This design comes from an exercise in tuning for small area, a short achievable clock period and few clock cycles per item on the open sky130 flow, not from production work. In this exercise RTL edits were held to simulation tests only and were not proved equivalent to the original. Power and IR drop assume default switching activity.

==> design.v <==
package noc_pkg;
    localparam int PHIT_SIZE          = 16;
    localparam int VC_IDX_W           = 4;
    localparam int LENGTH_PHIT_INDEX  = 1;
    localparam int LENGTH_FIELD_WIDTH = 16;
    localparam int CNT_W              = 17;
    typedef logic [PHIT_SIZE-1:0] phit_t;
    typedef logic [VC_IDX_W-1:0]  vc_idx_t;
    typedef enum logic {
        ARB  = 1'b0,
        SEND = 1'b1
    } out_state_t;
    function automatic logic [CNT_W-1:0] pkt_phits(
        input logic [LENGTH_FIELD_WIDTH-1:0] len,
        input int                            fs
    );
        logic [CNT_W-1:0] p;
        p = CNT_W'(len * fs);
        if (p < CNT_W'(2)) p = CNT_W'(2);
        pkt_phits = p;
    endfunction
endpackage
module inj_vc_fifo #(
    parameter int W     = 17,
    parameter int DEPTH = 4
) (
    input  logic         clk,
    input  logic         rst,
    input  logic         push,
    input  logic [W-1:0] din,
    input  logic         pop,
    input  logic         rsel,
    output logic [4*W-1:0] ents,
    output logic [3:0]     rs,
    output logic         full,
    output logic         empty
);
    localparam logic [7:0] CODES = 8'b10_11_01_00;
    logic [W-1:0] mem [4];
    logic [1:0]   wp, rp, wp_n, rp_n;
    assign wp_n = {wp[0], ~wp[1]};
    assign rp_n = {rp[0], ~rp[1]};
    for (genvar i = 0; i < 4; i++) begin : g_rd
        assign ents[i*W +: W] = mem[i];
        assign rs[i]          = rsel & (rp == CODES[2*i +: 2]);
    end
    always_ff @(posedge clk) begin
        if (rst) begin
            wp    <= 2'b00;
            rp    <= 2'b00;
            full  <= 1'b0;
            empty <= 1'b1;
        end else begin
            if (push) wp <= wp_n;
            if (pop)  rp <= rp_n;
            if (push & ~pop) begin
                empty <= 1'b0;
                full  <= (wp_n == rp);
            end
            if (pop & ~push) begin
                full  <= 1'b0;
                empty <= (rp_n == wp);
            end
        end
    end
    for (genvar i = 0; i < 4; i++) begin : g_ent
        always_ff @(posedge clk) begin
            if (push && wp == CODES[2*i +: 2]) mem[i] <= din;
        end
    end
endmodule
module pe_injection_port #(
    parameter int phit_size               = noc_pkg::PHIT_SIZE,
    parameter int flit_size               = 1,
    parameter int addr_length             = 8,
    parameter int addr_place_in_header    = 0,
    parameter int no_vc                   = 8,
    parameter int floorplusone_log2_no_vc = noc_pkg::VC_IDX_W,
    parameter int buf_depth               = 4
) (
    input  logic                               clk,
    input  logic                               full_reset,
    input  logic [phit_size-1:0]               in_data,
    input  logic                               in_sent_req,
    input  logic                               in_new,
    input  logic [floorplusone_log2_no_vc-1:0] in_vc_no,
    output logic                               out_ready,
    output logic [phit_size-1:0]               out_data,
    output logic                               out_sent_req,
    output logic                               out_new,
    output logic                               out_tail,
    output logic [floorplusone_log2_no_vc-1:0] out_vc_no,
    input  logic                               in_ready,
    output logic [addr_length-1:0]             out_dest_addr,
    output logic                               protocol_error,
    output logic [31:0]                        no_packet_inject_report,
    output logic [31:0]                        stall_cycles_report
);
    localparam int LFW = noc_pkg::LENGTH_FIELD_WIDTH;
    localparam int VW  = floorplusone_log2_no_vc;
    localparam int SW  = $clog2(no_vc);
    localparam int EW  = phit_size + 1;
    logic [no_vc-1:0] full, empty, push, pop, rsel;
    logic [4*EW-1:0]  ents [no_vc];
    logic [4*no_vc-1:0] rs;
    logic [no_vc-1:0] body, lenx, rz;
    logic [LFW-1:0]   rem [no_vc];
    logic [no_vc-1:0] dec, acc;
    logic             sel_body, sel_lenx, sel_rz;
    logic [LFW-1:0]   sel_rem, rem_nxt;
    logic             ok, last, rz_nxt;
    inj_vc_dec #(
        .VW (VW),
        .N  (no_vc)
    ) u_dec (
        .vc  (in_vc_no),
        .dec (dec)
    );
    assign acc = dec & ~full;
    always_comb begin
        sel_body = 1'b0;
        sel_lenx = 1'b0;
        sel_rz   = 1'b0;
        sel_rem  = '0;
        for (int v = 0; v < no_vc; v++) begin
            sel_body = sel_body | (dec[v] & body[v]);
            sel_lenx = sel_lenx | (dec[v] & lenx[v]);
            sel_rz   = sel_rz   | (dec[v] & rz[v]);
            sel_rem  = sel_rem  | (rem[v] & {LFW{dec[v]}});
        end
    end
    inj_ready #(
        .VW (VW),
        .N  (no_vc)
    ) u_ready (
        .vc    (in_vc_no),
        .nfull (~full),
        .ready (out_ready)
    );
    assign ok        = in_new ^ sel_body;
    assign last      = ~in_new & (sel_lenx ? (in_data[LFW-1:0] < LFW'(3))
                                           : sel_rz);
    logic [LFW-1:0] rem_dec;
    inj_decr #(
        .W (LFW)
    ) u_decr (
        .a (sel_rem),
        .y (rem_dec)
    );
    assign rem_nxt   = sel_lenx ? in_data[LFW-1:0] : rem_dec;
    assign rz_nxt    = sel_lenx ? (in_data[LFW-1:0] == LFW'(3))
                                : (sel_rem == LFW'(4));
    for (genvar v = 0; v < no_vc; v++) begin : g_vc
        assign push[v] = in_sent_req & acc[v] & (in_new ^ body[v]);
        always_ff @(posedge clk) begin
            if (full_reset) begin
                body[v] <= 1'b0;
                lenx[v] <= 1'b0;
            end else if (push[v]) begin
                body[v] <= in_new | ~last;
                lenx[v] <= in_new;
            end
        end
        always_ff @(posedge clk) begin
            if (push[v] & ~in_new) begin
                rem[v] <= rem_nxt;
                rz[v]  <= rz_nxt;
            end
        end
        inj_vc_fifo #(
            .W     (EW),
            .DEPTH (buf_depth)
        ) u_fifo (
            .clk   (clk),
            .rst   (full_reset),
            .push  (push[v]),
            .din   ({last, in_data}),
            .pop   (pop[v]),
            .rsel  (rsel[v]),
            .ents  (ents[v]),
            .rs    (rs[4*v +: 4]),
            .full  (full[v]),
            .empty (empty[v])
        );
    end
    logic                   o_valid, o_new, o_tail, lock;
    logic [phit_size-1:0]   o_data;
    logic [SW-1:0]          o_vc;
    logic [addr_length-1:0] o_dest;
    logic                   adv, found, avail;
    logic [no_vc-1:0]       win, cur;
    logic [SW-1:0]          sel;
    logic [EW-1:0]          s_head;
    always_comb begin
        found = 1'b0;
        win   = '0;
        for (int v = 0; v < no_vc; v++) begin
            if (!found && !empty[v] && (SW'(v) > o_vc)) begin
                found  = 1'b1;
                win[v] = 1'b1;
            end
        end
        for (int v = 0; v < no_vc; v++) begin
            if (!found && !empty[v] && (SW'(v) <= o_vc)) begin
                found  = 1'b1;
                win[v] = 1'b1;
            end
        end
    end
    always_comb begin
        sel = o_vc;
        for (int v = 0; v < no_vc; v++)
            if (win[v]) sel = SW'(v);
    end
    for (genvar v = 0; v < no_vc; v++) begin : g_cur
        assign cur[v] = (o_vc == SW'(v));
    end
    assign rsel  = lock ? cur : win;
    assign avail = lock ? ~|(cur & empty) : found;
    assign adv   = ~o_valid | in_ready;
    assign pop   = rsel & {no_vc{adv & avail}};
    logic [4*no_vc*EW-1:0] all_ents;
    for (genvar v = 0; v < no_vc; v++) begin : g_ents
        assign all_ents[4*EW*v +: 4*EW] = ents[v];
    end
    inj_sel #(
        .W (EW),
        .N (4 * no_vc)
    ) u_sel (
        .d (all_ents),
        .s (rs),
        .y (s_head)
    );
    always_ff @(posedge clk) begin
        if (full_reset) begin
            o_valid <= 1'b0;
            lock    <= 1'b0;
            o_vc    <= SW'(no_vc - 1);
        end else if (adv) begin
            o_valid <= avail;
            if (avail) begin
                o_vc <= lock ? o_vc : sel;
                lock <= ~lock | ~s_head[phit_size];
            end
        end
    end
    always_ff @(posedge clk) begin
        if (adv) begin
            o_data <= s_head[phit_size-1:0];
            o_tail <= s_head[phit_size];
            o_new  <= ~lock;
            if (!lock) o_dest <= s_head[addr_place_in_header +: addr_length];
        end
    end
    assign out_sent_req  = o_valid;
    assign out_data      = o_data;
    assign out_new       = o_new;
    assign out_tail      = o_tail;
    assign out_vc_no     = VW'(o_vc);
    assign out_dest_addr = o_dest;
    always_ff @(posedge clk) begin
        if (full_reset) protocol_error <= 1'b0;
        else if (in_sent_req & out_ready & ~ok) protocol_error <= 1'b1;
    end
    logic [31:0] pkt_cnt, stall_cnt;
    always_ff @(posedge clk) begin
        if (full_reset) begin
            pkt_cnt   <= '0;
            stall_cnt <= '0;
        end else begin
            if (o_valid & in_ready & o_tail) pkt_cnt   <= pkt_cnt + 32'd1;
            if (in_sent_req & ~out_ready)    stall_cnt <= stall_cnt + 32'd1;
        end
    end
    assign no_packet_inject_report = pkt_cnt;
    assign stall_cycles_report     = stall_cnt;
endmodule
module inj_vc_dec #(
    parameter int VW = 4,
    parameter int N  = 8
) (
    input  logic [VW-1:0] vc,
    output logic [N-1:0]  dec
);
    for (genvar v = 0; v < N; v++) begin : g_dec
        assign dec[v] = (vc == VW'(v));
    end
endmodule
module inj_ready #(
    parameter int VW = 4,
    parameter int N  = 8
) (
    input  logic [VW-1:0] vc,
    input  logic [N-1:0]  nfull,
    output logic          ready
);
    localparam int SW = $clog2(N);
    logic [SW-1:0] vc_n;
    logic [N-1:0]  t;
    for (genvar b = 0; b < SW; b++) begin : g_inv
        inj_inv u_inv (
            .a (vc[b]),
            .y (vc_n[b])
        );
    end
    for (genvar v = 0; v < N; v++) begin : g_term
        logic [SW-1:0] lit;
        for (genvar b = 0; b < SW; b++) begin : g_lit
            assign lit[b] = ((v >> b) & 1) ? vc[b] : vc_n[b];
        end
        inj_nand #(
            .N (SW + 1)
        ) u_term (
            .a ({lit, nfull[v]}),
            .y (t[v])
        );
    end
    logic [1:0] any;
    logic       none, high;
    for (genvar h = 0; h < 2; h++) begin : g_half
        inj_nand #(
            .N (N / 2)
        ) u_any (
            .a (t[h*N/2 +: N/2]),
            .y (any[h])
        );
    end
    assign high = (vc >= VW'(N));
    inj_nor2 u_none (
        .a (any[0]),
        .b (any[1]),
        .y (none)
    );
    inj_nor2 u_ready (
        .a (none),
        .b (high),
        .y (ready)
    );
endmodule
module inj_inv (
    input  logic a,
    output logic y
);
    assign y = ~a;
endmodule
module inj_sel #(
    parameter int W = 17,
    parameter int N = 32
) (
    input  logic [N*W-1:0] d,
    input  logic [N-1:0]   s,
    output logic [W-1:0]   y
);
    always_comb begin
        y = '0;
        for (int i = 0; i < N; i++) y = y | (d[i*W +: W] & {W{s[i]}});
    end
endmodule
module inj_nor2 (
    input  logic a,
    input  logic b,
    output logic y
);
    assign y = ~(a | b);
endmodule
module inj_decr #(
    parameter int W = 16
) (
    input  logic [W-1:0] a,
    output logic [W-1:0] y
);
    assign y = a - W'(1);
endmodule
module inj_nand #(
    parameter int N = 4
) (
    input  logic [N-1:0] a,
    output logic         y
);
    assign y = ~&a;
endmodule
==> flow/run.sh <==
#!/bin/bash
# The standard layout (standard.sh, unchanged synthesis and steps), with one
# change: the port buffers that global placement inserts are plain
# sky130_fd_sc_hd__buf_1 cells instead of the delay buffers buffer_ports
# picks by default; timing repair still resizes them where needed.
# All of ORFS's output goes to standard.log here, and its per-step logs stay
# under orfs/logs/.
set -euo pipefail
export BUFFER_PORTS_ARGS="-buffer_cell sky130_fd_sc_hd__buf_1"
bash standard.sh > standard.log 2>&1
==> standard.sh <==
#!/bin/bash
# synth_recipe.tcl (not shown) runs the flow's synth.tcl, then flattens the netlist and writes it again
# the make line also repeats each setting of config.mk as NAME=value (left out here)
make -C /OpenROAD-flow-scripts/flow DESIGN_CONFIG=/design/flow/config.mk WORK_HOME=/design/flow/orfs CLKGATE_MAP_FILE= SYNTH_SCRIPT=/design/flow/synth_recipe.tcl "${@:-finish}"
==> config.mk <==
export PLATFORM = sky130hd
export DESIGN_NAME = pe_injection_port
export DESIGN_NICKNAME = pe_injection_port
export VERILOG_FILES = /design/flow/design.v
export SDC_FILE = /design/flow/constraint.sdc
export NUM_CORES = 4
export LEC_CHECK = 0
export CAP_MARGIN = 20
export CORE_MARGIN = 2
export CORE_UTILIZATION = 60
export CTS_CLUSTER_DIAMETER = 100
export CTS_CLUSTER_SIZE = 25
export SETUP_SLACK_MARGIN = 3.62
export SLEW_MARGIN = 20
export SYNTH_HIERARCHICAL = 1
==> constraint.sdc <==
create_clock -name core_clock -period 7.0 [get_ports {clk}]
set_input_delay 1.4000 -clock core_clock [delete_from_list [all_inputs] [get_ports {clk}]]
set_output_delay 1.4000 -clock core_clock [all_outputs]
set_load 0.01 [all_outputs]
==> metrics.cfg, run 1 <==
[run_status]
outcome=timing/DRC/antenna clean

[logic_synthesis]
syn_inst=2208
ys_top_cells_by_area=edfxtp_1 64%, dfxtp_1 8.1%, a22oi_1 7.9%, nand4_1 2.2%, nor2_1 1.8%
yosys.cell_types.count=73
synth-main-ff-cell=edfxtp_1
synth_top_area_share=0.643
synth_nets=2252
syn_area_per_cell_um2=14.9
synth_largest_area_cell=edfxtp_1
ys_ff_latch=840
synth.cell_area_um2=33000
synthArstFlopShare=0
yosys_warnings=13
synth-edff-count=706
ys_seq_area_frac=0.724

[detailed_routing]
totalWireLength_um=81400
avgViaCountPerCell=6.44
drcViolationCount=0
via_count=19900
drtAntennaViolNets=0
drtPass1Iterations=6
drt-initial-drc-count=2299
post_drt_wl_per_cell_um=26.3

[clock_network]
root_buffer=clkbuf_16
cts_buffers=40
clockBufferDepth=3
htreeDepth=2
clk_pin_slew_ns=0.10
hold_buffers=0
cts_tree=done
clock_latency_ns=0.61
clkSinkCount=840

[floorplanning]
die_area_um2=56800
design.core.area_um2=54000
die_h_um=238
die_w_um=238
start_util=0.610
fp-row-count=85
ios=122

[cells_and_area]
final_nets=2410
layout_common_cells=706 x edfxtp_1, 338 x a22oi_1, 130 x nor2_1
final_common_cell=edfxtp_1
antenna_cells=0
final_area_um2=36700
utilization=0.678
syn2layout_area_growth_pct=11.2
layout-drive-gt1-share=0.143

[worst_setup_path]
crit_chain=buf_12 > inv_4 > nand4_1 > nand4_1 > nor2_1 > nor2_2 > buf_6
critPathKind=in2out
cpMostUsedCell=nand4_1
cp-end-kind=output port
crit_path_max_fanout=13
critPathLaunchType=primary input
worstPathArrival_ns=2.18
cp_slowest_cell=nor2_2
worstPathBufferInverterCount=3
cp.required_ns=5.60
crit_family=simple AND/OR/NAND/NOR gates
critical-path-max-stage-delay_ns=0.17

[timing]
slew_viol_final=0
tightest_slew_ns=1.06
timing.fmax_mhz=279
worst_clock_skew_ns=0.0312
rsz0062_at_grt=true
finalSetupTns_ns=0
final_hold_viol_count=0
period_share=0.512
hold_slack_ns=0.486
slew_headroom=0.293
fin_crit_ns=3.58
finalSetupViolCount=0

[global_route]
grt_max_degree=74
antenna_found_initial=2
gr-total-overflow=0
grt_pass1_vias=19000
grt_usage=0.283
grt_pass1_wl_um=119000

[power]
peakVddDrop_mv=0.253
leakagePower_nw=11.6
pwr_density_cell_nw_per_um2=247
power_mw=9.05

[placed_design]
placed_area_um2=34300
io_buffers=120
gp_congestion=0.874
dp_hpwl_um=51200

[flow_run]
maxCapViolations=0

[worst_hold_path]
worstHoldPathType=reg2reg

final cells by class:
cell class | instances | area (um2)
Clock buffer | 69 | 1150
Clock inverter | 5 | 85.1
Fill cell | 3776 | 17400
Inverter | 56 | 251
Multi-Input combinational cell | 1202 | 8860
Sequential cell | 840 | 23900
Tap cell | 696 | 871
Timing Repair Buffer | 226 | 1530
synthesized netlist by cell type, drive strengths merged (21+ instances only):
cell type	count
mux2i	21
clkbuf	45
xnor2	35
or4	22
o21ai	21
inv	54
nand2b	33
dfxtp	134
edfxtp	706
buf	67
nor2	158
a22oi	348
and3	40
xor2	60
nand4	116
nand2	64
a21oi	42
nand3	36
metal layers:
layer,global-route usage,share of wire
met2,0.493,0.51
met1,0.378,0.41
met4,0.0820,0.027
met3,0.0326,0.054
met5,0,0
cell families after synthesis:
kind of cell / count (synthesis) / share of synthesized area
adders and majority gates: 19 / 0.00721
and+or+nand+nor: 569 / 0.0964
xor gates and xnor gates: 95 / 0.0252
AOI/OAI and AO/OA: 479 / 0.107
buffers and inverters: 168 / 0.0277
other: 1 / 0.000114
DFF: 840 / 0.724
muxes: 37 / 0.0118
modules after synthesis (local to each module, per instance), excerpt:
module	cell area, um2	cells	flops+latches
inj_inv	3.75	1	0
inj_nor2	3.75	1	0
pe_injection_port	10400	875	248
worst reg2reg max path, cell delays in order, from the launching register on:
cell     delay, ns
dfxtp_4       0.47
nor2_1        0.11
o21a_1        0.23
nor3b_1       0.17
a32oi_2       0.30
o22ai_1       0.22
and3b_1       0.25
buf_4         0.21
a22oi_1       0.23
nand4_1       0.22
or4_4         0.58
nand3_1       0.09
nand2_1       0.06
a21oi_1       0.15
metrics by stage:
| step | setup slack [ns] | instances |
|---|---|---|
| after floorplan | 3.42 | 2208 |
| after global placement | 2.13 | 2957 |
| after detailed placement | 2.05 | 2958 |
| after CTS | 3.35 | 3057 |
| after global routing | 3.36 | 3094 |
| final | 3.42 | 3094 |
flip-flops by register name (all words and copies together) (netlist names):
signal,cells
lock,1
o_valid,1
g_vc.u_fifo.rp,16
g_vc.u_fifo.empty,8
rem,128
stall_cnt,32
g_vc.u_fifo.full,8
o_new,1
pkt_cnt,32
o_tail,1
lenx,8
body,8
g_vc.u_fifo.wp,16
o_vc,3
o_dest,8
o_data,16
g_vc.u_fifo.mem,544
rz,8
protocol_error,1
where the power goes:
part / leakage [nW] / internal [mW] / switching, mW
registers: 7.53 / 5.54 / 0.0604
clock network: 0.586 / 1.19 / 1.53
logic: 3.53 / 0.255 / 0.480
total: 11.6 / 6.99 / 2.07
path summary, 6_finish.rpt:
| check | from | endpoint | slack [ns] | cells past startpoint |
|---|---|---|---|---|
| worst max register to register | o_vc[1]$_SDFFE_PP1P_ | lock$_SDFFE_PP0P_ | 3.63 | 13 |
| worst min-delay path | lenx[5]$_SDFFE_PP0P_ | lenx[5]$_SDFFE_PP0P_ | 0.49 | 2 |
| worst max-delay path | in_vc_no[0] | out_ready | 3.42 | 7 |
| worst min register to register | lenx[5]$_SDFFE_PP0P_ | lenx[5]$_SDFFE_PP0P_ | 0.49 | 2 |
repair_timing:
| item | 4_1_cts | 5_1_grt |
|---|---|---|
| pin swaps | 18 | 24 |
| endpoints found under the setup margin | 785 | 305 |
| setup buffers | 25 | 33 |
| gates resized for setup | 79 | 67 |
| gates cloned | 0 | 4 |
Testbench counts, summed over its fixed seeds: cycles 10,595, packets 2,400.
==> run 2, diff against run 1 <==
--- a/config.mk
+++ b/config.mk
@@ -10,5 +10,5 @@
 export CORE_UTILIZATION = 60
-export CTS_CLUSTER_DIAMETER = 100
-export CTS_CLUSTER_SIZE = 25
-export SETUP_SLACK_MARGIN = 3.62
+export CTS_CLUSTER_DIAMETER = 120
+export CTS_CLUSTER_SIZE = 32
+export SETUP_SLACK_MARGIN = 3.55
 export SLEW_MARGIN = 20
==> run 2 against run 1 <==
Hold slack better by 0.00082 ns. Still clean on timing, DRC and antenna. Routed wire length is 1.3% higher. Combinational power fell by 3.0%. Sequential power about the same. Critical endpoint unchanged. Final area decreased by 1.2%. Worst setup slack better by 0.034 ns. Synthesized cell count unchanged. Register-to-register slack worse by 0.02 ns. Die area stayed put. Non-clock buffer count is 5 lower.
==> metrics.cfg, run 2 <==
[run_status]
outcome=timing/DRC/antenna clean  ; unchanged

[floorplanning]
start_util=0.610  ; unchanged
die_w_um=238  ; unchanged
fp-row-count=85  ; unchanged
die_h_um=238  ; unchanged
die_area_um2=56800  ; unchanged
ios=122  ; unchanged
design.core.area_um2=54000  ; unchanged

[global_route]
grt_max_degree=104  ; was 74
grt_pass1_vias=18800  ; was 19000
gr-total-overflow=0  ; unchanged
grt_pass1_wl_um=120000  ; was 119000 um
antenna_found_initial=7  ; was 2
grt_usage=0.285  ; was 0.283

[logic_synthesis]
syn_inst=2208  ; unchanged
synth.cell_area_um2=33000  ; unchanged
synth-main-ff-cell=edfxtp_1  ; unchanged
synth_commonest_cells=706 x edfxtp_1, 348 x a22oi_1, 158 x nor2_1  ; unchanged
yosys.cell_types.count=73  ; unchanged
synth_nets=2252  ; unchanged
synth_top_area_share=0.643  ; unchanged
synth-edff-count=706  ; unchanged
ys_top_cells_by_area=edfxtp_1 64%, dfxtp_1 8.1%, a22oi_1 7.9%, nand4_1 2.2%, nor2_1 1.8%  ; unchanged
ys_ff_latch=840  ; unchanged
yosys_warnings=13  ; unchanged
yosysMostFrequentCell=edfxtp_1  ; unchanged
syn_area_per_cell_um2=14.9  ; unchanged
ys_seq_area_frac=0.724  ; unchanged
synthArstFlopShare=0  ; unchanged
synth_largest_area_cell=edfxtp_1  ; unchanged

[power]
pwr_density_cell_nw_per_um2=237  ; was 247 nW/um2
leakagePower_nw=11.4  ; was 11.6 nW
peakVddDrop_mv=0.297  ; was 0.253 mV
power_mw=8.58  ; was 9.05 mW

[placed_design]
gp_congestion=0.900  ; was 0.874
dp_slack_ns=1.82  ; was 2.05 ns
io_buffers=120  ; unchanged
placed_area_um2=34200  ; was 34300 um2
dp_hpwl_um=52000  ; was 51200 um
place_inst=2955  ; was 2958

[worst_hold_path]
worstHoldPathType=reg2reg  ; unchanged
holdCritStartpoint=lenx[2]$_SDFFE_PP0P_  ; was lenx[5]$_SDFFE_PP0P_
holdPathStages=2  ; unchanged
whs_endpoint=lenx[2]$_SDFFE_PP0P_  ; was lenx[5]$_SDFFE_PP0P_

[clock_network]
clock_latency_ns=0.66  ; was 0.61 ns
clk_pin_slew_ns=0.12  ; was 0.10 ns
htreeDepth=1  ; was 2
root_buffer=clkbuf_16  ; unchanged
hold_buffers=0  ; unchanged
cts_buffers=30  ; was 40
cts_tree=done  ; unchanged
clockBufferDepth=3  ; unchanged
clkSinkCount=840  ; unchanged

[timing]
finalSetupTns_ns=0  ; unchanged
setup_ws_ns=3.45  ; was 3.42 ns
worst_clock_skew_ns=0.0478  ; was 0.0312 ns
rsz0062_at_grt=true  ; unchanged
slew_headroom=0.276  ; was 0.293
tightest_slew_ns=1.08  ; was 1.06 ns
fin_crit_ns=3.55  ; was 3.58 ns
final_hold_viol_count=0  ; unchanged
slew_viol_final=0  ; unchanged
hold_slack_ns=0.486  ; about the same
period_share=0.507  ; was 0.512
finalSetupViolCount=0  ; unchanged
timing.fmax_mhz=282  ; was 279 MHz

[cells_and_area]
largest_register_ffs=544  ; unchanged
final_area_um2=36200  ; was 36700 um2
final_common_cell=edfxtp_1  ; unchanged
seq_area_um2=23900  ; unchanged
utilization=0.670  ; was 0.678
layout-drive-gt1-share=0.134  ; was 0.143
stdcell_count=3069  ; was 3094
layout_common_cells=706 x edfxtp_1, 328 x a22oi_1, 132 x nor2_1  ; was 706 x edfxtp_1, 338 x a22oi_1, 130 x nor2_1
multi_input_area_um2=8860  ; about the same
fillers=3924  ; was 3776
max_flop_register=g_vc.u_fifo.mem  ; unchanged
top_regs=g_vc.u_fifo.mem: 544 flops, rem: 128 flops  ; unchanged
antenna_cells=0  ; unchanged
syn2layout_area_growth_pct=9.85  ; was 11.2%
final_nets=2393  ; was 2410

[flow_run]
maxCapViolations=0  ; unchanged

[detailed_routing]
avgViaCountPerCell=6.45  ; was 6.44
post_drt_wl_per_cell_um=26.9  ; was 26.3 um
via_count=19800  ; was 19900
drt-initial-drc-count=2133  ; was 2299
drcViolationCount=0  ; unchanged
drtPass1Iterations=6  ; unchanged
totalWireLength_um=82500  ; was 81400 um
drtAntennaViolNets=0  ; unchanged

[worst_setup_path]
rr_startpoint=o_vc[1]$_SDFFE_PP1P_  ; unchanged
cp-end-kind=output port  ; unchanged
critPathLaunchType=primary input  ; unchanged
r2r_cells=14  ; was 13
crit_path_max_fanout=7  ; was 13
worstPathArrival_ns=2.15  ; was 2.18 ns
cp.required_ns=5.60  ; about the same
rrSetupSlack_ns=3.61  ; was 3.63 ns
reg2reg_to=lock$_SDFFE_PP0P_  ; unchanged
critPathKind=in2out  ; unchanged

-- run 2: logic make-up (layout without fill, tap and decap cells) --
group,Yosys count,in the layout,share of synthesized area
buf+inv,168,333,0.0277
compound gates,479,479,0.107
flops,840,840,0.724
mux,37,37,0.0118
other cells,1,1,0.000114
xor+xnor,95,95,0.0252
simple gates,569,569,0.0964
fa+ha+maj,19,19,0.00721
-- run 2: worst max-delay path, cell delays in order --
cell and delay [ns]:
buf_16 0.12, clkinv_8 0.04, nand4_1 0.09, nand4_1 0.11, nor2_1 0.06, nor2_2 0.18
buf_6 0.14
-- run 2: per-layer routing --
layer  up-vias  GRT usage  share of wire
met4         2     0.0847          0.033
met5         -          0        0.00016
met1     10100      0.388           0.40
met2       666      0.492           0.51
met3       109     0.0286          0.058
li1       8944          -              -
-- run 2: how the worst max path moves through the flow --
| stage | startpoint | to | slack, ns | cells past startpoint |
|---|---|---|---|---|
| global route | in_vc_no[2] | out_ready | 3.38 | 7 |
| finish | in_vc_no[0] | out_ready | 3.45 | 7 |
| floorplan | in_vc_no[3] | rem[0][12]$_DFFE_PP_ | 3.42 | 10 |
| global placement | in_vc_no[2] | g_vc[7].u_fifo.mem[1][16]$_DFFE_PP_ | 1.98 | 8 |
| CTS | in_vc_no[1] | out_ready | 3.29 | 7 |
| detailed placement | in_vc_no[2] | body[4]$_SDFFE_PP0P_ | 1.82 | 9 |
-- run 2: layout make-up --
type / count / area share
repair buffers: 221 / 0.0404
well taps: 696 / 0.0240
clock buffers: 54 / 0.0232
inverters: 56 / 0.00656
multi-input cells: 1200 / 0.245
clock inverters: 2 / 0.00128
flip-flops and latches: 840 / 0.660
-- run 2: repair_timing --
item,4_1_cts,5_1_grt
pin swaps,16,24
resized for setup,74,76
gates cloned,0,2
setup endpoints to repair,756,322
endpoints found under the hold margin,0,0
setup buffers,20,36
-- run 2: power by group --
group / total (mW) / switching, mW / internal [mW]
logic: 0.713 / 0.472 / 0.241
registers: 5.60 / 0.0561 / 5.54
clock network: 2.27 / 1.43 / 0.838
-- run 2: modules after synthesis (local to each module, per instance), excerpt --
module / cells / area [um2]
inj_inv: 1 / 3.75
pe_injection_port: 875 / 10400
inj_nor2: 1 / 3.75
==> run 3, diff against run 2 <==
--- a/config.mk
+++ b/config.mk
@@ -10,4 +10,4 @@
 export CORE_UTILIZATION = 60
-export CTS_CLUSTER_DIAMETER = 120
-export CTS_CLUSTER_SIZE = 32
+export CTS_CLUSTER_DIAMETER = 110
+export CTS_CLUSTER_SIZE = 28
 export SETUP_SLACK_MARGIN = 3.55
==> run 3 against run 2 <==
Still clean. Routed wire length rose by 1.1%. First-iteration DRC count fell by 9.6%. Area after synthesis did not move. Sequential power barely moved. Die area did not move. Count of clock-buffer cells in the layout rose by 2.
==> metrics.cfg, run 3 <==
[detailed_routing]
totalWireLength_um=83400  ; was 82500 um
drtAntennaViolNets=0  ; unchanged
post_drt_wl_per_cell_um=27.2  ; was 26.9 um
drtPass1Iterations=6  ; unchanged
drt-initial-drc-count=1929  ; was 2133
avgViaCountPerCell=6.53  ; was 6.45
via_count=20000  ; was 19800
drcViolationCount=0  ; unchanged

[flow_run]
maxCapViolations=0  ; unchanged

[logic_synthesis]
synth_top_family_by_area=compound AO/OA/AOI/OAI gates  ; unchanged
syn_inst=2208  ; unchanged
synth-main-ff-cell=edfxtp_1  ; unchanged
ys_ff_latch=840  ; unchanged
synth_fa_ha_area_frac=0.00721  ; unchanged
synth-edff-count=706  ; unchanged
synth_compound_area_frac=0.107  ; unchanged
synth_nets=2252  ; unchanged
syn_area_per_cell_um2=14.9  ; unchanged
yosys_warnings=13  ; unchanged
synth.cell_area_um2=33000  ; unchanged
synthMuxAreaShare=0.0118  ; unchanged
synth_largest_area_cell=edfxtp_1  ; unchanged
synth_top_area_share=0.643  ; unchanged
yosys.area_share.xor_xnor=0.0252  ; unchanged
ys_top_cells_by_area=edfxtp_1 64%, dfxtp_1 8.1%, a22oi_1 7.9%, nand4_1 2.2%, nor2_1 1.8%  ; unchanged
yosysMostFrequentCell=edfxtp_1  ; unchanged
yosys.area_share.simple=0.0964  ; unchanged
synth_commonest_cells=706 x edfxtp_1, 348 x a22oi_1, 158 x nor2_1  ; unchanged
ys_seq_area_frac=0.724  ; unchanged
synthArstFlopShare=0  ; unchanged
yosys.cell_types.count=73  ; unchanged

[clock_network]
clkSinkCount=840  ; unchanged
clock_latency_ns=0.61  ; was 0.66 ns
cts_tree=done  ; unchanged
htreeDepth=2  ; was 1
hold_buffers=0  ; unchanged
clockBufferDepth=3  ; unchanged
root_buffer=clkbuf_16  ; unchanged
clk_pin_slew_ns=0.10  ; was 0.12 ns
cts_buffers=35  ; was 30

[worst_setup_path]
crit_chain=buf_12 > inv_6 > nand4_1 > nand4_1 > nor2_1 > nor2_2 > buf_6  ; was buf_16 > clkinv_8 > nand4_1 > nand4_1 > nor2_1 > nor2_2 > buf_6
critPathLaunchType=primary input  ; unchanged
cp_slowest_cell=buf_6  ; was nor2_2
critPathKind=in2out  ; unchanged
cpMostUsedCell=nand4_1  ; unchanged
cp-end-kind=output port  ; unchanged
critical-path-max-stage-delay_ns=0.14  ; was 0.18 ns
crit_path_max_fanout=7  ; unchanged
cp.required_ns=5.60  ; about the same
worstPathArrival_ns=2.14  ; was 2.15 ns

[floorplanning]
design.core.area_um2=54000  ; unchanged
die_w_um=238  ; unchanged
fp-row-count=85  ; unchanged
die_h_um=238  ; unchanged
start_util=0.610  ; unchanged
ios=122  ; unchanged
die_area_um2=56800  ; unchanged

[power]
clkPwrFrac=0.280  ; was 0.265
p_int_mw=6.78  ; was 6.62 mW
p_seq_frac=0.638  ; was 0.652
pwr_density_cell_nw_per_um2=241  ; was 237 nW/um2
combPwrFrac=0.082  ; was 0.083
swShare=0.227  ; was 0.229
leakagePower_nw=11.5  ; was 11.4 nW
peakVddDrop_mv=0.273  ; was 0.297 mV
p_sw_mw=1.99  ; was 1.96 mW

[global_route]
grt_pass1_wl_um=121000  ; was 120000 um
antenna_found_initial=4  ; was 7
gr-total-overflow=0  ; unchanged
grt_max_degree=104  ; unchanged
grt_usage=0.288  ; was 0.285
grt_pass1_vias=19100  ; was 18800

[timing]
period_share=0.505  ; was 0.507
worst_clock_skew_ns=0.0231  ; was 0.0478 ns
slew_headroom=0.262  ; was 0.276
finalSetupTns_ns=0  ; unchanged
slew_viol_final=0  ; unchanged
fin_crit_ns=3.54  ; was 3.55 ns
finalSetupViolCount=0  ; unchanged
tightest_slew_ns=1.10  ; was 1.08 ns
setup_ws_ns=3.46  ; was 3.45 ns
timing.fmax_mhz=283  ; was 282 MHz
final_hold_viol_count=0  ; unchanged
rsz0062_at_grt=true  ; unchanged

[cells_and_area]
layout-drive-gt1-share=0.138  ; was 0.134
top_regs=g_vc.u_fifo.mem: 544 flops, rem: 128 flops  ; unchanged
max_flop_register=g_vc.u_fifo.mem  ; unchanged
stdcell_count=3069  ; unchanged
syn2layout_area_growth_pct=10.6  ; was 9.85%
final_common_cell=edfxtp_1  ; unchanged
layout_common_cells=706 x edfxtp_1, 328 x a22oi_1, 130 x nor2_1  ; was 706 x edfxtp_1, 328 x a22oi_1, 132 x nor2_1
antenna_cells=0  ; unchanged
final_nets=2397  ; was 2393
largest_register_ffs=544  ; unchanged

[worst_hold_path]
worstHoldPathType=reg2reg  ; unchanged

[run_status]
outcome=timing/DRC/antenna clean  ; unchanged

[placed_design]
dp_slack_ns=1.82  ; unchanged
dp_hpwl_um=52000  ; unchanged
gp_congestion=0.900  ; unchanged
place_inst=2955  ; unchanged
io_buffers=120  ; unchanged

==> run 3: changes by cell type in the layout (fill, tap and decap cells not counted), moves of 2 or more <==
cell / delta
nor2_1: -2
nor2_2: +2
clkbuf_1: -5
buf_6: +3
clkinv_8: -2
o21ai_4: +2
clkbuf_16: +6
buf_12: +7
nor2b_1: -2
buf_4: -13
==> run 3: area by class of cell <==
type | count | area (um2)
multi-input combinational | 1200 | 8900
fill | 3892 | 17600
sequential | 840 | 23900
inverter | 56 | 225
clock buffer | 56 | 997
timing repair buffer | 220 | 1550
tap | 696 | 871
clock inverter | 1 | 20.0
==> run 3: cells by family (layout without fill, tap and decap cells) <==
group / after synthesis / in the layout
compound gates: 479 / 479
fa+ha+maj: 19 / 19
flops: 840 / 840
simple gates: 569 / 569
xor+xnor: 95 / 95
other cells: 1 / 1
mux: 37 / 37
buf+inv: 168 / 333
==> run 3: worst max-delay path, delay by kind of cell <==
kind | cells | cell delay, ns
buffers and inverters | 3 | 0.30
AND/OR/NAND/NOR | 4 | 0.42
==> run 3: power groups by stage <==
stage	Combinational, mW	Sequential, mW	Clock (mW)
final	0.720	5.60	2.46
after detailed placement	0.620	5.71	0
after floorplan	0.328	5.72	0
after global routing	0.765	5.60	2.66
after global placement	0.606	5.71	0
after CTS	0.652	5.60	2.51
==> run 3: final timing paths <==
path / slack [ns] / endpoint / from / cells past startpoint
worst max-delay path: 3.46 / out_ready / in_vc_no[1] / 7
worst min-delay path: 0.48 / lenx[2]$_SDFFE_PP0P_ / lenx[2]$_SDFFE_PP0P_ / 2
worst max register to register: 3.51 / o_data[10]$_DFFE_PN_ / o_vc[2]$_SDFFE_PP1P_ / 11
worst min register to register: 0.48 / lenx[2]$_SDFFE_PP0P_ / lenx[2]$_SDFFE_PP0P_ / 2
==> run 3: per-layer routing <==
layer / up-vias / track usage / wire length [um]
met5: - / 0 / 13
li1: 8952 / - / -
met1: 10200 / 0.388 / 33400
met2: 773 / 0.498 / 42200
met3: 108 / 0.0312 / 5140
met4: 2 / 0.0888 / 2630
==> run 3: what timing repair did <==
| action | in CTS | in global routing |
|---|---|---|
| gates resized for setup | 96 | 60 |
| buffers inserted | 29 | 26 |
| gates cloned | 1 | 1 |
| pin swaps | 26 | 28 |
| setup endpoints to repair | 777 | 374 |
| hold endpoints to repair | 0 | 0 |
==> run 3: Yosys stat by module (local to each module, per instance), excerpt <==
| module | cell area, um2 | cells inside | copies in the design |
|---|---|---|---|
| pe_injection_port | 10400 | 875 | 1 |
| inj_inv | 3.75 | 1 | 3 |
| inj_nor2 | 3.75 | 1 | 2 |
==> run 3: stage by stage <==
step / util / hold slack (ns) / cell area (um2) / power, mW
after floorplan: - / 0.446 / 33300 / 6.05
after global placement: 0.633 / 0.456 / 34200 / 6.32
after detailed placement: 0.634 / 0.469 / 34200 / 6.33
after CTS: 0.664 / 0.483 / 35900 / 8.77
after global routing: 0.675 / 0.503 / 36500 / 9.03
final: 0.675 / 0.484 / 36500 / 8.77
==> run 4, diff against run 3 <==
--- a/config.mk
+++ b/config.mk
@@ -10,4 +10,5 @@
 export CORE_UTILIZATION = 60
-export CTS_CLUSTER_DIAMETER = 110
-export CTS_CLUSTER_SIZE = 28
+export CTS_BUF_LIST = sky130_fd_sc_hd__clkbuf_8
+export CTS_CLUSTER_DIAMETER = 60
+export CTS_CLUSTER_SIZE = 16
 export SETUP_SLACK_MARGIN = 3.55
==> run 4 against run 3 <==
Register-to-register slack better by 0.04 ns. Synthesized cell count unchanged. First-iteration DRC count fell by 0.36%. Area after synthesis unchanged. Non-clock buffer count decreased by 9. Routed wire length grew 0.37%. Flip-flop and latch count did not move. Worst setup slack lost 0.059 ns. Still clean on timing, DRC and antenna. Largest cell class unchanged. Count of clock-buffer cells in the layout is 6 higher.
==> metrics.cfg, run 4 <==
[worst_setup_path]
startpoint=in_vc_no[0]  ; was in_vc_no[1]
critPathLaunchType=primary input  ; unchanged
cp_slowest_cell=nor2_2  ; was buf_6
cp-end-kind=output port  ; unchanged
rr_startpoint=g_vc[1].u_fifo.empty$_SDFFE_PP1P_  ; was o_vc[2]$_SDFFE_PP1P_
critical-path-max-stage-delay_ns=0.18  ; was 0.14 ns
cp.required_ns=5.60  ; about the same
reg2reg_to=o_data[13]$_DFFE_PN_  ; was o_data[10]$_DFFE_PN_
rrSetupSlack_ns=3.55  ; was 3.51 ns
crit_chain=buf_16 > clkinv_8 > nand4_1 > nand4_1 > nor2_1 > nor2_2 > buf_6  ; was buf_12 > inv_6 > nand4_1 > nand4_1 > nor2_1 > nor2_2 > buf_6
crit_path_max_fanout=7  ; unchanged
critPathKind=in2out  ; unchanged
r2r_cells=8  ; was 11
worstPathArrival_ns=2.20  ; was 2.14 ns
cpMostUsedCell=nand4_1  ; unchanged

[global_route]
grt_pass1_wl_um=122000  ; was 121000 um
grt_max_degree=104  ; unchanged
antenna_found_initial=6  ; was 4
grt_usage=0.290  ; was 0.288
gr-total-overflow=0  ; unchanged
grt_pass1_vias=19200  ; was 19100

[cells_and_area]
layout_common_cells=706 x edfxtp_1, 331 x a22oi_1, 132 x nor2_1  ; was 706 x edfxtp_1, 328 x a22oi_1, 130 x nor2_1
largest_register_ffs=544  ; unchanged
top_regs=g_vc.u_fifo.mem: 544 flops, rem: 128 flops  ; unchanged
max_flop_register=g_vc.u_fifo.mem  ; unchanged
final_common_cell=edfxtp_1  ; unchanged
syn2layout_area_growth_pct=10.2  ; was 10.6%
layout-drive-gt1-share=0.139  ; was 0.138
final_nets=2413  ; was 2397
final_area_um2=36300  ; was 36500 um2

[detailed_routing]
drt-initial-drc-count=1922  ; was 1929
totalWireLength_um=83700  ; was 83400 um
via_count=20100  ; was 20000
post_drt_wl_per_cell_um=26.9  ; was 27.2 um
drcViolationCount=0  ; unchanged
drtPass1Iterations=7  ; was 6
drtAntennaViolNets=0  ; unchanged
avgViaCountPerCell=6.46  ; was 6.53

[timing]
slew_headroom=0.246  ; was 0.262
fin_crit_ns=3.60  ; was 3.54 ns
period_share=0.514  ; was 0.505
rsz0062_at_grt=true  ; unchanged
finalSetupTns_ns=0  ; unchanged
slew_viol_final=0  ; unchanged
final_hold_viol_count=0  ; unchanged
timing.fmax_mhz=278  ; was 283 MHz
finalSetupViolCount=0  ; unchanged
tightest_slew_ns=1.12  ; was 1.10 ns
worst_clock_skew_ns=0.0435  ; was 0.0231 ns

[floorplanning]
die_w_um=238  ; unchanged
fp-row-count=85  ; unchanged
start_util=0.610  ; unchanged
die_h_um=238  ; unchanged
die_area_um2=56800  ; unchanged
design.core.area_um2=54000  ; unchanged
ios=122  ; unchanged

[worst_hold_path]
holdPathStages=2  ; unchanged
holdCritStartpoint=lenx[2]$_SDFFE_PP0P_  ; unchanged
worstHoldPathType=reg2reg  ; unchanged
whs_endpoint=lenx[2]$_SDFFE_PP0P_  ; unchanged

[logic_synthesis]
synth_commonest_cells=706 x edfxtp_1, 348 x a22oi_1, 158 x nor2_1  ; unchanged
synth_nets=2252  ; unchanged
synth-main-ff-cell=edfxtp_1  ; unchanged
ys_top_cells_by_area=edfxtp_1 64%, dfxtp_1 8.1%, a22oi_1 7.9%, nand4_1 2.2%, nor2_1 1.8%  ; unchanged
yosys_warnings=13  ; unchanged
synthArstFlopShare=0  ; unchanged
syn_inst=2208  ; unchanged
synth_largest_area_cell=edfxtp_1  ; unchanged
synth-edff-count=706  ; unchanged
synth.cell_area_um2=33000  ; unchanged
syn_area_per_cell_um2=14.9  ; unchanged
ys_ff_latch=840  ; unchanged
yosysMostFrequentCell=edfxtp_1  ; unchanged
ys_seq_area_frac=0.724  ; unchanged
yosys.cell_types.count=73  ; unchanged
synth_top_area_share=0.643  ; unchanged

[placed_design]
dp_hpwl_um=52000  ; unchanged
gp_congestion=0.900  ; unchanged
io_buffers=120  ; unchanged
placed_area_um2=34200  ; unchanged

[clock_network]
clkSinkCount=840  ; unchanged
clk_pin_slew_ns=0.10  ; about the same
cts_buffers=60  ; was 35
clockBufferDepth=3  ; unchanged
clock_latency_ns=0.73  ; was 0.61 ns
cts_tree=done  ; unchanged
root_buffer=clkbuf_8  ; was clkbuf_16
htreeDepth=2  ; unchanged

[power]
peakVddDrop_mv=0.238  ; was 0.273 mV
leakagePower_nw=11.7  ; was 11.5 nW
pwr_density_cell_nw_per_um2=243  ; was 241 nW/um2

[run_status]
outcome=timing/DRC/antenna clean  ; unchanged

[flow_run]
maxCapViolations=0  ; unchanged

[run 4: cell counts after synthesis]
Identical to the previous run, type by type.
[run 4: through the flow]
| stage | util | std cells | total power, mW | hold slack [ns] | setup slack [ns] |
|---|---|---|---|---|---|
| after floorplan | - | 2208 | 6.05 | 0.446 | 3.42 |
| after global placement | 0.633 | 2955 | 6.32 | 0.456 | 1.98 |
| after detailed placement | 0.634 | 2955 | 6.33 | 0.469 | 1.82 |
| after CTS | 0.663 | 3088 | 8.81 | 0.481 | 3.29 |
| after global routing | 0.672 | 3117 | 9.10 | 0.500 | 3.36 |
| final | 0.672 | 3117 | 8.84 | 0.482 | 3.40 |
[run 4: repair_timing]
item,CTS,global route
gates cloned,0,2
hold buffers,0,0
endpoints found under the setup margin,747,304
pin swaps,14,24
setup buffers,20,26
gates resized for setup,70,63
[run 4: cell families (layout without fill, tap and decap cells)]
family	count (synthesis)	count (layout)	synth area share
buf+inv	168	380	0.0277
other cells	1	2	0.000114
compound gates	479	479	0.107
flops	840	840	0.724
mux	37	37	0.0118
simple gates	569	569	0.0964
fa+ha+maj	19	19	0.00721
xor+xnor	95	95	0.0252
[run 4: worst max path at each step]
| stage | end | slack, ns | cells after the start |
|---|---|---|---|
| 2_1_floorplan | rem[0][12]$_DFFE_PP_ | 3.42 | 10 |
| 3_3_place_gp | g_vc[7].u_fifo.mem[1][16]$_DFFE_PP_ | 1.98 | 8 |
| 3_5_place_dp | body[4]$_SDFFE_PP0P_ | 1.82 | 9 |
| 4_1_cts | out_ready | 3.29 | 7 |
| 5_1_grt | out_ready | 3.36 | 7 |
| 6_report | out_ready | 3.40 | 7 |
[run 4: layer usage]
| metal | vias to the layer above | track usage | wire length, um |
|---|---|---|---|
| li1 | 8997 | - | - |
| met1 | 10200 | 0.392 | 33700 |
| met2 | 764 | 0.497 | 42200 |
| met3 | 117 | 0.0335 | 5330 |
| met4 | 2 | 0.0932 | 2460 |
| met5 | - | 0 | 13 |
[run 4: where the power goes]
part	switching [mW]	internal, mW	total (mW)
sequential	0.0559	5.54	5.60
combinational	0.475	0.234	0.709
clock	1.55	0.981	2.53
[run 4: area by class of cell]
class / instances / area, um2
inverters: 56 / 245
well taps: 696 / 871
fillers: 3955 / 17700
repair buffers: 211 / 1310
multi-input cells: 1200 / 8820
clock inverters: 51 / 318
diodes: 1 / 2.50
flip-flops and latches: 840 / 23900
clock buffers: 62 / 853
[run 4: worst max-delay path: cells and delay by family]
family	cells	cell delay (ns)
AND/OR/NAND/NOR	4	0.47
buffers and inverters	3	0.32
[run 4: Yosys stat by module (local to each module, per instance), a selection]
module / cells inside / flops+latches
pe_injection_port: 875 / 248
inj_inv: 1 / 0
inj_nor2: 1 / 0
==> run 5, diff against run 4 <==
--- a/design.v
+++ b/design.v
@@ -139,2 +139,11 @@
     );
+    logic ready_int;
+    inj_ready #(
+        .VW (VW),
+        .N  (no_vc)
+    ) u_ready_int (
+        .vc    (in_vc_no),
+        .nfull (~full),
+        .ready (ready_int)
+    );
     assign ok        = in_new ^ sel_body;
@@ -262,3 +271,3 @@
         if (full_reset) protocol_error <= 1'b0;
-        else if (in_sent_req & out_ready & ~ok) protocol_error <= 1'b1;
+        else if (in_sent_req & ready_int & ~ok) protocol_error <= 1'b1;
     end
@@ -271,3 +280,3 @@
             if (o_valid & in_ready & o_tail) pkt_cnt   <= pkt_cnt + 32'd1;
-            if (in_sent_req & ~out_ready)    stall_cnt <= stall_cnt + 32'd1;
+            if (in_sent_req & ~ready_int)    stall_cnt <= stall_cnt + 32'd1;
         end
--- a/config.mk
+++ b/config.mk
@@ -10,5 +10,4 @@
 export CORE_UTILIZATION = 60
-export CTS_BUF_LIST = sky130_fd_sc_hd__clkbuf_8
-export CTS_CLUSTER_DIAMETER = 60
-export CTS_CLUSTER_SIZE = 16
+export CTS_CLUSTER_DIAMETER = 100
+export CTS_CLUSTER_SIZE = 25
 export SETUP_SLACK_MARGIN = 3.55
==> run 5 against run 4 <==
Via count grew 1.4%. Critical path depth grew 6. Routed wire length grew 2.5%. Largest power group unchanged. Register-to-register slack lost 0.07 ns. Hold slack lost 0.0018 ns.
==> metrics.cfg, run 5 <==
[power]
p_seq_frac=0.610  ; was 0.633
leakagePower_nw=11.7  ; about the same
pwr_density_cell_nw_per_um2=253  ; was 243 nW/um2
p_int_mw=7.00  ; was 6.76 mW
peakVddDrop_mv=0.280  ; was 0.238 mV
combPwrFrac=0.110  ; was 0.080
power_mw=9.26  ; was 8.84 mW
clkPwrFrac=0.280  ; was 0.286
swShare=0.244  ; was 0.235
p_sw_mw=2.26  ; was 2.08 mW

[logic_synthesis]
synth_largest_area_cell=edfxtp_1  ; unchanged
ys_ff_latch=840  ; unchanged
synth-main-ff-cell=edfxtp_1  ; unchanged
synth_top_area_share=0.639  ; was 0.643
yosys.area_share.xor_xnor=0.0245  ; was 0.0252
synthArstFlopShare=0  ; unchanged
syn_area_per_cell_um2=14.9  ; about the same
synth_top_family_by_area=compound AO/OA/AOI/OAI gates  ; unchanged
yosysMostFrequentCell=edfxtp_1  ; unchanged
yosys_warnings=13  ; unchanged
synth_commonest_cells=706 x edfxtp_1, 348 x a22oi_1, 159 x nor2_1  ; was 706 x edfxtp_1, 348 x a22oi_1, 158 x nor2_1
synth_compound_area_frac=0.108  ; was 0.107
yosys.cell_types.count=81  ; was 73
synth_fa_ha_area_frac=0.00716  ; was 0.00721
ys_top_cells_by_area=edfxtp_1 64%, dfxtp_1 8.1%, a22oi_1 7.9%, nand4_1 2.5%, nor2_1 1.8%  ; was edfxtp_1 64%, dfxtp_1 8.1%, a22oi_1 7.9%, nand4_1 2.2%, nor2_1 1.8%
synth-edff-count=706  ; unchanged
syn_inst=2228  ; was 2208
yosys.area_share.simple=0.0998  ; was 0.0964
synth.cell_area_um2=33200  ; was 33000 um2
synth_nets=2272  ; was 2252
ys_seq_area_frac=0.719  ; was 0.724
synthMuxAreaShare=0.0128  ; was 0.0118

[cells_and_area]
stdcell_count=3112  ; was 3117
max_flop_register=g_vc.u_fifo.mem  ; unchanged
utilization=0.667  ; was 0.672
final_nets=2422  ; was 2413
final_common_cell=edfxtp_1  ; unchanged
final_area_um2=36600  ; was 36300 um2
syn2layout_area_growth_pct=10.2  ; about the same
top_regs=g_vc.u_fifo.mem: 544 flops, rem: 128 flops  ; unchanged
layout_common_cells=706 x edfxtp_1, 333 x a22oi_1, 134 x nor2_1  ; was 706 x edfxtp_1, 331 x a22oi_1, 132 x nor2_1
largest_register_ffs=544  ; unchanged
layout-drive-gt1-share=0.136  ; was 0.139

[timing]
hold_slack_ns=0.480  ; was 0.482 ns
finalSetupViolCount=0  ; unchanged
final_hold_viol_count=0  ; unchanged
tightest_slew_ns=1.14  ; was 1.12 ns
finalSetupTns_ns=0  ; unchanged
fin_crit_ns=3.52  ; was 3.60 ns
worst_clock_skew_ns=0.0285  ; was 0.0435 ns
slew_viol_final=0  ; unchanged
rsz0062_at_grt=true  ; unchanged
slew_headroom=0.239  ; was 0.246
period_share=0.503  ; was 0.514
setup_ws_ns=3.48  ; was 3.40 ns
timing.fmax_mhz=284  ; was 278 MHz

[clock_network]
cts_tree=done  ; unchanged
root_buffer=clkbuf_16  ; was clkbuf_8
cts_buffers=39  ; was 60
clockBufferDepth=3  ; unchanged
htreeDepth=2  ; unchanged
clkSinkCount=840  ; unchanged
clk_pin_slew_ns=0.10  ; about the same
clock_latency_ns=0.60  ; was 0.73 ns

[worst_hold_path]
worstHoldPathType=reg2reg  ; unchanged

[floorplanning]
design.core.area_um2=54900  ; was 54000 um2
fp-row-count=86  ; was 85
start_util=0.605  ; was 0.610
die_h_um=239  ; was 238 um
die_w_um=239  ; was 238 um
die_area_um2=57200  ; was 56800 um2
ios=122  ; unchanged

[worst_setup_path]
crit_chain=inv_1 > a221oi_4 > nand4_4 > a211o_1 > o32ai_4 > and3b_1 > buf_4 > a22oi_1 > nand4_1 > or4_4 > nand2_1 > o21ai_0 > a21oi_1  ; was buf_16 > clkinv_8 > nand4_1 > nand4_1 > nor2_1 > nor2_2 > buf_6
cp.required_ns=7.44  ; was 5.60 ns
critPathLaunchType=register  ; was primary input
critPathKind=reg2reg  ; was in2out
critical-path-max-stage-delay_ns=0.47  ; was 0.18 ns
cp_slowest_cell=dfxtp_2  ; was nor2_2
crit_path_max_fanout=17  ; was 7
crit_family=compound AO/OA/AOI/OAI gates  ; was simple AND/OR/NAND/NOR gates
worstPathArrival_ns=3.96  ; was 2.20 ns
worstPathBufferInverterCount=2  ; was 3
cp-end-kind=register  ; was output port

[placed_design]
dp_slack_ns=2.01  ; was 1.82 ns
io_buffers=120  ; unchanged
placed_area_um2=34400  ; was 34200 um2
gp_congestion=0.816  ; was 0.900
place_inst=2981  ; was 2955
dp_hpwl_um=52700  ; was 52000 um

[global_route]
grt_pass1_vias=19200  ; about the same
grt_pass1_wl_um=123000  ; was 122000 um
gr-total-overflow=0  ; unchanged
grt_max_degree=79  ; was 104
grt_usage=0.293  ; was 0.290
antenna_found_initial=2  ; was 6

[flow_run]
maxCapViolations=0  ; unchanged

[detailed_routing]
drt-initial-drc-count=2158  ; was 1922
totalWireLength_um=85800  ; was 83700 um
via_count=20400  ; was 20100
drtPass1Iterations=6  ; was 7
drcViolationCount=0  ; unchanged
post_drt_wl_per_cell_um=27.6  ; was 26.9 um
avgViaCountPerCell=6.56  ; was 6.46
drtAntennaViolNets=0  ; unchanged

[run_status]
outcome=timing/DRC/antenna clean  ; unchanged

-- run 5: changes by cell type after synthesis, moves of 4 or more --
| cell | change |
|---|---|
| o22ai_1 | -4 |
| and3_1 | -6 |
| nand4_1 | +18 |
| o21ai_0 | +4 |
| nand2b_1 | +6 |
| nor2b_1 | -6 |
| xnor2_1 | -5 |
-- run 5: path summary, 6_finish.rpt --
path	from	endpoint	slack, ns	depth (start not counted)
worst max-delay path	g_vc[5].u_fifo.empty$_SDFFE_PP1P_	lock$_SDFFE_PP0P_	3.48	13
worst min-delay path	lenx[5]$_SDFFE_PP0P_	lenx[5]$_SDFFE_PP0P_	0.48	2
worst max register to register	g_vc[5].u_fifo.empty$_SDFFE_PP1P_	lock$_SDFFE_PP0P_	3.48	13
worst min register to register	lenx[5]$_SDFFE_PP0P_	lenx[5]$_SDFFE_PP0P_	0.48	2
-- run 5: cells by family (layout without fill, tap and decap cells) --
group / after synthesis / count (layout)
flops: 840 / 840
simple gates: 587 / 594
compound gates: 482 / 482
buf+inv: 169 / 341
xor+xnor: 93 / 93
mux: 37 / 37
fa+ha+maj: 19 / 19
other cells: 1 / 2
-- run 5: area by class of cell --
type                    instances  area, um2
clock buffers                  66       1100
diodes                          1       2.50
well taps                     704        881
inverters                      55        248
clock inverters                 4       38.8
repair buffers                216       1380
multi-input cells            1226       9050
flip-flops and latches        840      23900
fillers                      3925      18300
-- run 5: worst min-delay path: cells and delay by family, from the launching register on --
kind             cells  cell delay (ns)
AND/OR/NAND/NOR      1             0.05
AO/OA/AOI/OAI        1             0.05
flip-flops           1             0.33
-- run 5: power groups by stage --
stage	Clock, mW	Combinational (mW)	Sequential, mW
detailed placement	0	0.916	5.76
CTS	2.63	0.950	5.65
finish	2.59	1.02	5.64
global placement	0	0.894	5.76
global route	2.79	1.09	5.66
floorplan	0	0.532	5.75
-- run 5: timing repair --
item	4_1_cts	5_1_grt
endpoints found under the setup margin	798	264
resized for setup	82	60
setup buffers	25	25
cloned	0	10
endpoints found under the hold margin	0	0
pin swaps	13	31
hold buffers	0	0
-- run 5: per-module statistics from Yosys (local to each module, per instance), excerpt --
module	cells inside	cell area [um2]	flops+latches
inj_inv	1	3.75	0
pe_injection_port	879	10500	248
inj_nor2	1	3.75	0
-- run 5: layer usage --
layer	global-route usage	vias to the layer above	share of wire
li1	-	9101	-
met1	0.404	10400	0.41
met2	0.484	785	0.49
met3	0.0436	138	0.069
met4	0.0964	2	0.033
met5	0	-	0.00015
Testbench counts of run 5, summed over its fixed seeds: cycles 10,595, packets 2,400.
==> run 6, diff against run 5 <==
--- a/config.mk
+++ b/config.mk
@@ -9,3 +9,3 @@
 export CORE_MARGIN = 2
-export CORE_UTILIZATION = 60
+export CORE_UTILIZATION = 75
 export CTS_CLUSTER_DIAMETER = 100
==> run 6 against run 5 <==
Largest cell class unchanged. Clock power hardly changed. Combinational power hardly changed. Power decreased by 0.34%. Still clean. Register-to-register slack hardly changed. Global-route usage rose by 6.0 points. Final cell count down 4.5%. Critical endpoint is now out_ready.
==> metrics.cfg, run 6 <==
[placed_design]
dp_slack_ns=2.08  ; was 2.01 ns
io_buffers=120  ; unchanged
dp_hpwl_um=50100  ; was 52700 um
gp_congestion=0.897  ; was 0.816

[worst_setup_path]
critical-path-max-stage-delay_ns=0.14  ; was 0.47 ns
worstPathBufferInverterCount=3  ; was 2
cp_slowest_cell=buf_2  ; was dfxtp_2
crit_chain=buf_16 > inv_8 > nand4_1 > nand4_1 > nor2_1 > nor2_1 > buf_2  ; was inv_1 > a221oi_4 > nand4_4 > a211o_1 > o32ai_4 > and3b_1 > buf_4 > a22oi_1 > nand4_1 > or4_4 > nand2_1 > o21ai_0 > a21oi_1
cp.required_ns=5.60  ; was 7.44 ns
critPathLaunchType=primary input  ; was register
cp-end-kind=output port  ; was register
crit_path_max_fanout=11  ; was 17
critPathKind=in2out  ; was reg2reg
crit_family=simple AND/OR/NAND/NOR gates  ; was compound AO/OA/AOI/OAI gates
worstPathArrival_ns=2.15  ; was 3.96 ns

[cells_and_area]
fillers=2276  ; was 3925
final_nets=2395  ; was 2422
final_common_cell=edfxtp_1  ; unchanged
layout-drive-gt1-share=0.118  ; was 0.136
largest_register_ffs=544  ; unchanged
multi_input_area_um2=8940  ; was 9050 um2
layout_common_cells=706 x edfxtp_1, 343 x a22oi_1, 135 x nor2_1  ; was 706 x edfxtp_1, 333 x a22oi_1, 134 x nor2_1
max_flop_register=g_vc.u_fifo.mem  ; unchanged
seq_area_um2=23900  ; about the same
syn2layout_area_growth_pct=9.00  ; was 10.2%
top_regs=g_vc.u_fifo.mem: 544 flops, rem: 128 flops  ; unchanged

[clock_network]
root_buffer=clkbuf_16  ; unchanged
clock_latency_ns=0.61  ; was 0.60 ns
clk_pin_slew_ns=0.11  ; was 0.10 ns
hold_buffers=0  ; unchanged
clkSinkCount=840  ; unchanged
htreeDepth=2  ; unchanged
cts_buffers=39  ; unchanged
cts_tree=done  ; unchanged
clockBufferDepth=3  ; unchanged

[timing]
timing.fmax_mhz=282  ; was 284 MHz
slew_headroom=0.334  ; was 0.239
finalSetupTns_ns=0  ; unchanged
final_hold_viol_count=0  ; unchanged
period_share=0.507  ; was 0.503
fin_crit_ns=3.55  ; was 3.52 ns
worst_clock_skew_ns=0.0280  ; was 0.0285 ns
rsz0062_at_grt=true  ; unchanged
slew_viol_final=0  ; unchanged
setup_ws_ns=3.45  ; was 3.48 ns
finalSetupViolCount=0  ; unchanged
tightest_slew_ns=0.996  ; was 1.14 ns

[global_route]
grt_max_degree=74  ; was 79
grt_usage=0.353  ; was 0.293
grt_pass1_vias=19900  ; was 19200
grt_pass1_wl_um=121000  ; was 123000 um
gr-total-overflow=0  ; unchanged
antenna_found_initial=1  ; was 2

[floorplanning]
die_h_um=214  ; was 239 um
design.core.area_um2=43900  ; was 54900 um2
fp-row-count=77  ; was 86
die_area_um2=46000  ; was 57200 um2
die_w_um=214  ; was 239 um
ios=122  ; unchanged
start_util=0.756  ; was 0.605

[detailed_routing]
drt-initial-drc-count=3044  ; was 2158
avgViaCountPerCell=7.09  ; was 6.56
totalWireLength_um=82600  ; was 85800 um
drtAntennaViolNets=0  ; unchanged
post_drt_wl_per_cell_um=27.8  ; was 27.6 um
drtPass1Iterations=6  ; unchanged
drcViolationCount=0  ; unchanged
via_count=21100  ; was 20400

[flow_run]
maxCapViolations=0  ; unchanged

[power]
pwr_density_cell_nw_per_um2=255  ; was 253 nW/um2
peakVddDrop_mv=0.298  ; was 0.280 mV
leakagePower_nw=11.5  ; was 11.7 nW

[logic_synthesis]
synth_nets=2272  ; unchanged
synth-main-ff-cell=edfxtp_1  ; unchanged
synthArstFlopShare=0  ; unchanged
syn_area_per_cell_um2=14.9  ; unchanged
yosys_warnings=13  ; unchanged
yosysMostFrequentCell=edfxtp_1  ; unchanged
synth-edff-count=706  ; unchanged
synth_top_area_share=0.639  ; unchanged
synth_largest_area_cell=edfxtp_1  ; unchanged
ys_seq_area_frac=0.719  ; unchanged
synth_commonest_cells=706 x edfxtp_1, 348 x a22oi_1, 159 x nor2_1  ; unchanged
synth.cell_area_um2=33200  ; unchanged
yosys.cell_types.count=81  ; unchanged
ys_ff_latch=840  ; unchanged
syn_inst=2228  ; unchanged
ys_top_cells_by_area=edfxtp_1 64%, dfxtp_1 8.1%, a22oi_1 7.9%, nand4_1 2.5%, nor2_1 1.8%  ; unchanged

[worst_hold_path]
worstHoldPathType=reg2reg  ; unchanged

[run_status]
outcome=timing/DRC/antenna clean  ; unchanged

==> run 6: cell types whose count changed in the layout (fill, tap and decap cells not counted), moves of 3 or more <==
cell / delta
buf_4: -24
a22oi_1: +10
clkbuf_2: -8
buf_6: -3
buf_1: +9
clkbuf_16: +3
a22oi_2: -10
and3b_2: +3
==> run 6: final timing paths <==
check	start	end	slack (ns)	cells after the start
setup / recovery	in_vc_no[1]	out_ready	3.45	7
hold / removal	lenx[5]$_SDFFE_PP0P_	lenx[5]$_SDFFE_PP0P_	0.48	2
setup reg to reg	o_vc[1]$_SDFFE_PP1P_	lock$_SDFFE_PP0P_	3.47	13
hold reg to reg	lenx[5]$_SDFFE_PP0P_	lenx[5]$_SDFFE_PP0P_	0.48	2
==> run 6: kinds of logic after synthesis <==
| family | share of synthesized area |
|---|---|
| compound gates | 0.108 |
| xor+xnor | 0.0245 |
| fa+ha+maj | 0.00716 |
| buf+inv | 0.0278 |
| flops | 0.719 |
| mux | 0.0128 |
| other cells | 0.000113 |
| simple gates | 0.0998 |
==> run 6: worst min-delay path, stage by stage, from the launching register on <==
cell and delay [ns]:
dfxtp_1 0.33, nand2_1 0.05, a21oi_1 0.05
==> run 6: repair_timing <==
| item | CTS | global route |
|---|---|---|
| setup buffers | 12 | 9 |
| pin swaps | 10 | 27 |
| resized for setup | 72 | 56 |
| setup endpoints to repair | 805 | 393 |
| cloned | 2 | 7 |
==> run 6: per-stage QoR <==
stage | cell area [um2] | hold slack (ns) | utilization | total power [mW] | std cells
2_1_floorplan | 33500 | 0.446 | - | 6.28 | 2228
3_3_place_gp | 34300 | 0.455 | 0.780 | 6.62 | 2871
3_5_place_dp | 34300 | 0.465 | 0.780 | 6.65 | 2872
4_1_cts | 35800 | 0.479 | 0.814 | 9.16 | 2955
5_1_grt | 36200 | 0.516 | 0.824 | 9.44 | 2971
6_report | 36200 | 0.478 | 0.824 | 9.22 | 2973
==> run 6: layout make-up <==
| cell class | instances | share of cell area |
|---|---|---|
| Sequential cell | 840 | 0.660 |
| Inverter | 55 | 0.00671 |
| Antenna cell | 2 | 0.000138 |
| Clock inverter | 1 | 0.000311 |
| Tap cell | 592 | 0.0205 |
| Timing Repair Buffer | 192 | 0.0338 |
| Multi-Input combinational cell | 1223 | 0.247 |
| Clock buffer | 68 | 0.0311 |
==> run 6: metal layers <==
layer,GRT usage,part of all wire,wire length [um],vias to the layer above
met5,0,0,0,-
met4,0.136,0.038,3160,0
met3,0.0662,0.12,9760,195
met2,0.559,0.48,39400,1435
met1,0.497,0.37,30200,10400
li1,-,-,-,9038
==> run 6: report_power, final <==
group          leakage, nW  switching [mW]  total (mW)  internal (mW)
Combinational         3.46           0.679        1.01          0.331
Clock                0.543            1.46        2.57           1.11
Sequential            7.52          0.0825        5.64           5.56
==> run 6: modules after synthesis, one instance, submodules excluded, excerpt <==
| module | times used | flops+latches |
|---|---|---|
| inj_inv | 6 | 0 |
| pe_injection_port | 1 | 248 |
| inj_nor2 | 4 | 0 |

==> what the ideal ports hide <==
No port has a modelled driver above. Below, the same layouts with a new extraction and two added sets of constraints. Step 1, drivers: a clkbuf_16 drives clk and a buf_2 each remaining input, both assumed. Step 2 times the ports against the registers' clock, not the clock port: input delays grow and output delays shrink by t, the midpoint of the rising clock arrivals with the driver on. Three values: ideal, step 1, step 2; two values: the first two.
run	shift t [ns]	slack for setup (ns)	worst register clock-pin slew, ns	worst data-port slew with drivers (ns)
run 1	0.660	3.417 / 3.342 / 2.915	0.10 / 0.10	0.14
run 2	0.703	3.451 / 3.336 / 2.866	0.13 / 0.13	0.15
run 3	0.659	3.462 / 3.397 / 2.929	0.12 / 0.12	0.09
run 4	0.770	3.403 / 3.270 / 2.791	0.11 / 0.11	0.15
run 5	0.651	3.478 / 3.335 / 2.832	0.11 / 0.11	0.18
run 6	0.656	3.450 / 3.296 / 2.931	0.11 / 0.11	0.18
After both steps setup and hold are still met in every run listed. The setup slack of run 5, which loses most, moves by -0.143 ns with the drivers and by -0.646 ns with both steps.
